From an optimization exercise on the open Yosys and OpenROAD flow, aimed at small area, a short achievable clock period and few clock cycles; shortcuts taken in it are not production practice. RTL that was checked went through simulation tests only; none was proved equivalent to the original. Power and IR drop assume default switching activity.

job 101:
Design keyword_tokenizer_unit, start of the top module:
module keyword_tokenizer_unit (
  input  logic        clk_i,
  input  logic        rst_ni,
  input  logic        in_valid_i,
  output logic        in_ready_o,
  input  logic [7:0]  char_in_i,
  input  logic        end_of_input_i,
  output logic        out_valid_o,
  input  logic        out_ready_i,
  output logic [4:0]  token_kind_o,
  output logic [31:0] number_value_o,
  output logic [6:0]  text_length_o,
  output logic        is_chunk_o,
  output logic [63:0] text_chunk_o,
  output logic        last_o
);
Size: roughly 1900 cells after synthesis, about 130 I/O pins.
Settings: LEC_CHECK=0, ABC_CLOCK_PERIOD_IN_PS=2500, CAP_MARGIN=20, CORE_MARGIN=2, CORE_UTILIZATION=40, CTS_BUF_LIST=sky130_fd_sc_hd__clkbuf_16, CTS_CLUSTER_DIAMETER=60, CTS_CLUSTER_SIZE=24, SETUP_SLACK_MARGIN=4.0, SLEW_MARGIN=20; clock period 7.0 ns.
standard.sh (not shown) runs the stock make flow with config.mk's settings and CLKGATE_MAP_FILE= SYNTH_SCRIPT=/design/flow/synth_recipe.tcl, a recipe that flattens the netlist after the stock synthesis.
==> flow/flow/run.sh <==
#!/bin/bash
# Standard layout, with the port buffers made from plain buffers (buf_2) instead of the
# delay cell buffer_ports picks by default. Each tool's output goes to its own log here.
set -euo pipefail
bash standard.sh "BUFFER_PORTS_ARGS=-buffer_cell sky130_fd_sc_hd__buf_2" finish > standard.log 2>&1
--- input diff job 101..job 102 ---
diff --git a/flow/design.v b/flow/design.v
--- a/flow/design.v
+++ b/flow/design.v
@@ -249,21 +249,21 @@
     end
   end
   always_ff @(posedge clk_i) begin
     if (rdy_q) sk_q <= {end_of_input_i, char_in_i};
     if (ir_free) ir_q <= kt_pkg::classify(ir_src[7:0], ir_src[8]);
   end
   logic        m_num_q, m_id_q;    
   logic [31:0] acc_q;              
   logic [6:0]  len_q;              
   logic [2:0]  base_q;             
-  logic [2:0]  wrp_q;              
+  logic [5:0]  wp_q;               
   logic        sq_ch_q;            
   logic [2:0]  sq_row_q;           
   logic [2:0]  sq_lrow_q;          
   logic [2:0]  sq_llane_q;         
   logic        sq_own_q;           
   logic [4:0]  sq_kind_q;
   logic        sl_v_q;             
   logic [4:0]  sl_kind_q;
   kt_pkg::cls_t cls;
   assign cls = ir_q;
@@ -282,21 +282,21 @@
   assign cont      = cont_num || cont_id;
   assign pend      = m_num_q || m_id_q;
   assign need_out  = !cont && (pend || cls.has_tok);
   assign sym       = m_id_q && !kw_hit;
   assign end_only  = m_id_q && !cont && cls.ltr;    
   assign start_id  = !m_id_q && cls.ltr;
   assign start_num = !cont && cls.dig;
   assign sq_idle   = !sq_ch_q && !sq_own_q && !sl_v_q;
   logic [7:0] blk_q;
   logic [7:0] wrow_q;              
-  assign wr_row = wrp_q;
+  assign wr_row = wp_q[5:3];
   assign wr_ok  = !(|(blk_q & wrow_q));
   logic [1:0] act_r, lex_emit_r, wr_en_r, sq_emit_r, acc_we_r, enq_r;
   logic       lone;
   assign lone = !cont && !pend && cls.has_tok;
   for (genvar r = 0; r < 2; r++) begin : g_rdy
     logic free_r, can_out_r, num_shown_r;
     assign free_r      = !o_valid || (r == 1);
     assign can_out_r   = free_r && sq_idle;
     assign num_shown_r = o_valid && o_is_num && (r == 0);
     assign lex_emit_r[r] = ir_v_q && need_out && can_out_r;
@@ -361,42 +361,53 @@
     end
     acc_x5 = ax_p[0][31:1] ^ ax_g[5][30:0];
   end
   always_ff @(posedge clk_i) begin
     if (acc_we) begin
       acc_q <= m_num_q ? {acc_x5, cls.code[0]} : {28'd0, cls.code[3:0]};
     end
   end
   always_ff @(posedge clk_i or negedge rst_ni) begin
     if (!rst_ni) begin
-      wrp_q  <= '0;
+      wp_q   <= '0;
       wrow_q <= 8'd1;
       base_q <= '0;
     end else if (wr_en) begin
-      if (len_q[2:0] == 3'd7) begin
-        wrp_q  <= wrp_q + 3'd1;
-        wrow_q <= {wrow_q[6:0], wrow_q[7]};
-      end
+      wp_q <= wp_q + 6'd1;
+      if (wp_q[2:0] == 3'd7) wrow_q <= {wrow_q[6:0], wrow_q[7]};
     end else if (act && !cont && m_id_q) begin
-      wrp_q  <= sym ? lrow + 3'd1 : base_q;
+      wp_q   <= {sym ? lrow + 3'd1 : base_q, 3'b000};
       wrow_q <= 8'(1) << (sym ? lrow + 3'd1 : base_q);
       if (sym) base_q <= lrow + 3'd1;
     end
   end
-  logic mem_we;
-  assign mem_we = ir_v_q && (cont_id || start_id) && wr_ok;
+  logic       w_v_q;
+  logic [5:0] w_addr_q, w_code_q;
+  always_ff @(posedge clk_i or negedge rst_ni) begin
+    if (!rst_ni) begin
+      w_v_q <= 1'b0;
+    end else begin
+      w_v_q <= wr_en;
+    end
+  end
+  always_ff @(posedge clk_i) begin
+    w_addr_q <= wp_q;
+    w_code_q <= cls.code;
+  end
   logic sq_lastc;
   logic [6:0] len_m1;
   logic [2:0] lrow;
+  logic [5:0] wp_m1;
+  assign wp_m1 = wp_q - 6'd1;
   assign sq_lastc = (sq_row_q == sq_lrow_q);
   assign len_m1   = len_q - 7'd1;
-  assign lrow     = wrp_q - {2'b00, len_q[2:0] == 3'd0};
+  assign lrow     = wp_m1[5:3];
   always_ff @(posedge clk_i or negedge rst_ni) begin
     if (!rst_ni) begin
       sq_ch_q  <= 1'b0;
       sq_own_q <= 1'b0;
     end else if (lex_emit) begin
       sq_ch_q  <= sym;
       sq_own_q <= pend && cls.has_tok;
     end else if (sq_emit) begin
       if (sq_ch_q)       sq_ch_q <= !sq_lastc;
       else if (sq_own_q) sq_own_q <= 1'b0;
@@ -430,23 +441,23 @@
     end else if (lex_emit && sym) begin
       for (int r = 0; r < 8; r++) begin
         blk_q[r] <= 3'(3'(r) - base_q) <= len_m1[5:3];
       end
     end else if (sq_emit && sq_ch_q) begin
       blk_q <= blk_q & ~n_row;
     end
   end
   kt_ident_mem u_mem (
     .clk_i     (clk_i),
-    .wr_en_i   (mem_we),
-    .wr_addr_i ({wrp_q, len_q[2:0]}),
-    .wr_code_i (cls.code),
+    .wr_en_i   (w_v_q),
+    .wr_addr_i (w_addr_q),
+    .wr_code_i (w_code_q),
     .rd_row_i  (n_row),
     .rd_lane_i (n_lane),
     .rd_text_o (n_chunk)
   );
   kt_kw_match u_kw (
     .clk_i  (clk_i),
     .rst_ni (rst_ni),
     .upd_i  (wr_en),
     .pos_i  (len_q),
     .let_i  (cls.ltr),
### Flow results
Each of the runs, namely job 102 and job 101, reached the end of the flow and came out clean. The worst-path cell with the longest stage delay comes out a2111o_1 in one run and or4_4 in the other, namely in job 101 and job 102 respectively. Internal portion of total power ends up higher on job 102. Compared with job 101, job 102 shows multi-input gate count lower by 30. | total number of vias | job 102 vs job 101 | about 2.4% lower |. In the tables for job 102 and job 101, worst endpoint required time reads higher with job 101. | synthesized netlist cell count | lower: job 102 |.
Testbench counts of job 102, summed over its fixed seeds: cycles 24,445.
For job 101, only the layout was checked, not whether the RTL still works.


Another version of the RTL of keyword_tokenizer_unit (not shown whole).
Size: ~580 flip-flops, ~25000 um^2 of cells after synthesis.
Design keyword_tokenizer_unit, start of the top module:
module keyword_tokenizer_unit (
  input  logic        clk_i,
  input  logic        rst_ni,
  input  logic        in_valid_i,
  output logic        in_ready_o,
  input  logic [7:0]  char_in_i,
  input  logic        end_of_input_i,
  output logic        out_valid_o,
  input  logic        out_ready_i,
  output logic [4:0]  token_kind_o,
  output logic [31:0] number_value_o,
  output logic [6:0]  text_length_o,
  output logic        is_chunk_o,
  output logic [63:0] text_chunk_o,
  output logic        last_o
);
==> flow/config.mk <==
export PLATFORM = sky130hd
export DESIGN_NAME = keyword_tokenizer_unit
export DESIGN_NICKNAME = keyword_tokenizer_unit
export VERILOG_FILES = /design/flow/design.v
export SDC_FILE = /design/flow/constraint.sdc
export NUM_CORES = 4
export LEC_CHECK = 0
export ABC_CLOCK_PERIOD_IN_PS = 2500
export CAP_MARGIN = 20
export CORE_MARGIN = 2
export CORE_UTILIZATION = 40
export SETUP_SLACK_MARGIN = 4.0
export SLEW_MARGIN = 20
==> flow/constraint.sdc <==
create_clock -name core_clock -period 7.0 [get_ports {clk_i}]
set_input_delay 1.4000 -clock core_clock [delete_from_list [all_inputs] [get_ports {clk_i}]]
set_output_delay 1.4000 -clock core_clock [all_outputs]
set_load 0.01 [all_outputs]
Scripts as last shown in full above: flow/flow/run.sh
Next try:
--- a/flow/design.v
+++ b/flow/design.v
@@ -2,34 +2,36 @@
   localparam int unsigned KW_COUNT = 14;
   localparam logic [4:0] KIND_END     = 5'd0;
   localparam logic [4:0] KIND_NUMBER  = 5'd11;
   localparam logic [4:0] KIND_SYMBOL  = 5'd12;
   localparam logic [4:0] KIND_KW_BASE = 5'd13;
   typedef struct packed {
     logic       dig;      
     logic       ltr;      
     logic       idc;      
     logic       has_tok;  
     logic [4:0] kind;     
+    logic [2:0] dsplit;   
     logic [5:0] code;     
   } cls_t;
   function automatic cls_t classify(input logic [7:0] ch, input logic eoi);
     cls_t c;
     logic ws;
     c      = '0;
     ws     = (ch == 8'd32) || (ch >= 8'd9 && ch <= 8'd13);
     c.dig  = !eoi && (ch >= "0" && ch <= "9");
     c.ltr  = !eoi && ((ch >= "A" && ch <= "Z") || (ch >= "a" && ch <= "z"));
     c.idc  = c.dig || c.ltr || (!eoi && ch == "_");
     c.has_tok = eoi || !(ws || c.dig || c.ltr);
     c.code = {ch[5] & ~c.ltr, ch[4:0]};
+    c.dsplit = {ch[2] | ch[3], ch[3], ch[1] | ch[3]};
     if (!eoi) begin
       case (ch)
         "+":      c.kind = 5'd1;
         "-":      c.kind = 5'd2;
         "^":      c.kind = 5'd3;
         "=":      c.kind = 5'd4;
         "<":      c.kind = 5'd5;
         ">":      c.kind = 5'd6;
         "[", "(": c.kind = 5'd7;
         "]", ")": c.kind = 5'd8;
         ";":      c.kind = 5'd9;
@@ -284,24 +286,25 @@
   assign cont_id   = m_id_q && cls.idc && !len_q[6];
   assign cont      = cont_num || cont_id;
   assign pend      = m_num_q || m_id_q;
   assign need_out  = !cont && (pend || cls.has_tok);
   assign sym       = m_id_q && !kw_hit;
   assign end_only  = m_id_q && !cont && cls.ltr;    
   assign start_id  = !m_id_q && cls.ltr;
   assign start_num = !cont && cls.dig;
   assign sq_idle   = !sq_ch_q && !sq_own_q;
   assign can_out   = out_free && sq_idle;
   logic [7:0] blk_q;
+  logic [7:0] wrow_q;              
   assign wr_row = wp_q[5:3];
-  assign wr_ok  = !blk_q[wr_row];
+  assign wr_ok  = !(|(blk_q & wrow_q));
   assign lex_emit = ir_v_q && need_out && can_out;
   assign wr_en    = ir_v_q && ((cont_id && wr_ok) ||
                                (start_id && (need_out ? can_out : wr_ok)));
   always_comb begin
     act = 1'b0;
     if (ir_v_q) begin
       if (cont_num)       act = !num_shown;
       else if (cont_id)   act = wr_ok;
       else if (need_out)  act = can_out;
       else if (start_id)  act = wr_ok;
       else if (start_num) act = !num_shown;
@@ -315,36 +318,59 @@
       m_id_q  <= 1'b0;
       len_q   <= '0;
     end else if (act) begin
       if (!cont) begin
         m_num_q <= start_num;
         m_id_q  <= start_id;
       end
       if (wr_en)       len_q <= len_q + 7'd1;
       else if (!cont)  len_q <= '0;
     end
   end
+  logic [30:0] acc_x5, ax_a, ax_b;
+  logic [31:0] ax_g [6];
+  logic [31:0] ax_p [6];
+  always_comb begin
+    ax_a     = acc_q[30:0];
+    ax_b     = {acc_q[28:0], cls.dsplit[2:1]};
+    ax_g[0]  = {ax_a & ax_b, cls.dsplit[0]};
+    ax_p[0]  = {ax_a ^ ax_b, 1'b0};
+    for (int l = 0; l < 5; l++) begin
+      for (int i = 0; i < 32; i++) begin
+        if (i >= (1 << l)) begin
+          ax_g[l+1][i] = ax_g[l][i] | (ax_p[l][i] & ax_g[l][i - (1 << l)]);
+          ax_p[l+1][i] = ax_p[l][i] & ax_p[l][i - (1 << l)];
+        end else begin
+          ax_g[l+1][i] = ax_g[l][i];
+          ax_p[l+1][i] = ax_p[l][i];
+        end
+      end
+    end
+    acc_x5 = ax_p[0][31:1] ^ ax_g[5][30:0];
+  end
   always_ff @(posedge clk_i) begin
     if (ir_v_q && cls.dig && !cont_id && !num_shown) begin
-      acc_q <= m_num_q ? {acc_q[28:0], 3'b000} + {acc_q[30:0], 1'b0} + {28'd0, cls.code[3:0]}
-                       : {28'd0, cls.code[3:0]};
+      acc_q <= m_num_q ? {acc_x5, cls.code[0]} : {28'd0, cls.code[3:0]};
     end
   end
   always_ff @(posedge clk_i or negedge rst_ni) begin
     if (!rst_ni) begin
       wp_q   <= '0;
+      wrow_q <= 8'd1;
       base_q <= '0;
     end else if (wr_en) begin
       wp_q <= wp_q + 6'd1;
+      if (wp_q[2:0] == 3'd7) wrow_q <= {wrow_q[6:0], wrow_q[7]};
     end else if (act && !cont && m_id_q) begin
       wp_q   <= {sym ? lrow + 3'd1 : base_q, 3'b000};
+      wrow_q <= 8'(1) << (sym ? lrow + 3'd1 : base_q);
       if (sym) base_q <= lrow + 3'd1;
     end
   end
   logic       w_v_q;
   logic [5:0] w_addr_q, w_code_q;
   always_ff @(posedge clk_i or negedge rst_ni) begin
     if (!rst_ni) begin
       w_v_q <= 1'b0;
     end else begin
       w_v_q <= wr_en;
     end
Result: The new run completed without violations. Final area shrinks by 0.44%. Routed wire length is lower by about 1%. Count of clock-buffer cells in the layout fell by 2. Sequential power hardly moves. Clock skew went up by 0.032 ns. Power went down by 3.8%.
Function was not checked in any run of this note: the RTL went through the layout flow alone.

[afterwards: timing with drivers on the ports]
The flow's constraints put no driver on any port. The routed layouts listed below were extracted and timed again, unchanged, in two steps.
Step 1: set_driving_cell puts a clkbuf_16 on clk_i and a buf_2 on each other input, an assumption about the parent block.
Step 2 also shifts input and output timing later by t, the mid clock arrival at the registers, as if the neighbouring blocks saw the same clock.
a / b / c = no drivers / after step 1 / after step 2; a / b = the first two.
| run | t, ns | setup WS [ns] | hold slack, ns | worst setup path after step 2 |
|---|---|---|---|---|
| job 101 | 0.657 | 4.038 / 3.993 / 3.425 | 0.498 / 0.498 / 0.498 | input to register |
| job 102 | 0.653 | 3.960 / 3.960 / 3.478 | 0.405 / 0.405 / 0.405 | input to register |
| the first run of note 2 | 0.676 | 3.783 / 3.783 / 3.652 | 0.355 / 0.355 / 0.355 | input to register |
| the second run of note 2 | 0.691 | 3.997 / 3.932 / 3.459 | 0.354 / 0.354 / 0.354 | input to register |
After both steps setup and hold are still met in every run listed. For job 101, which loses most, drivers alone change the setup slack by -0.045 ns; drivers and shift together by -0.613 ns.
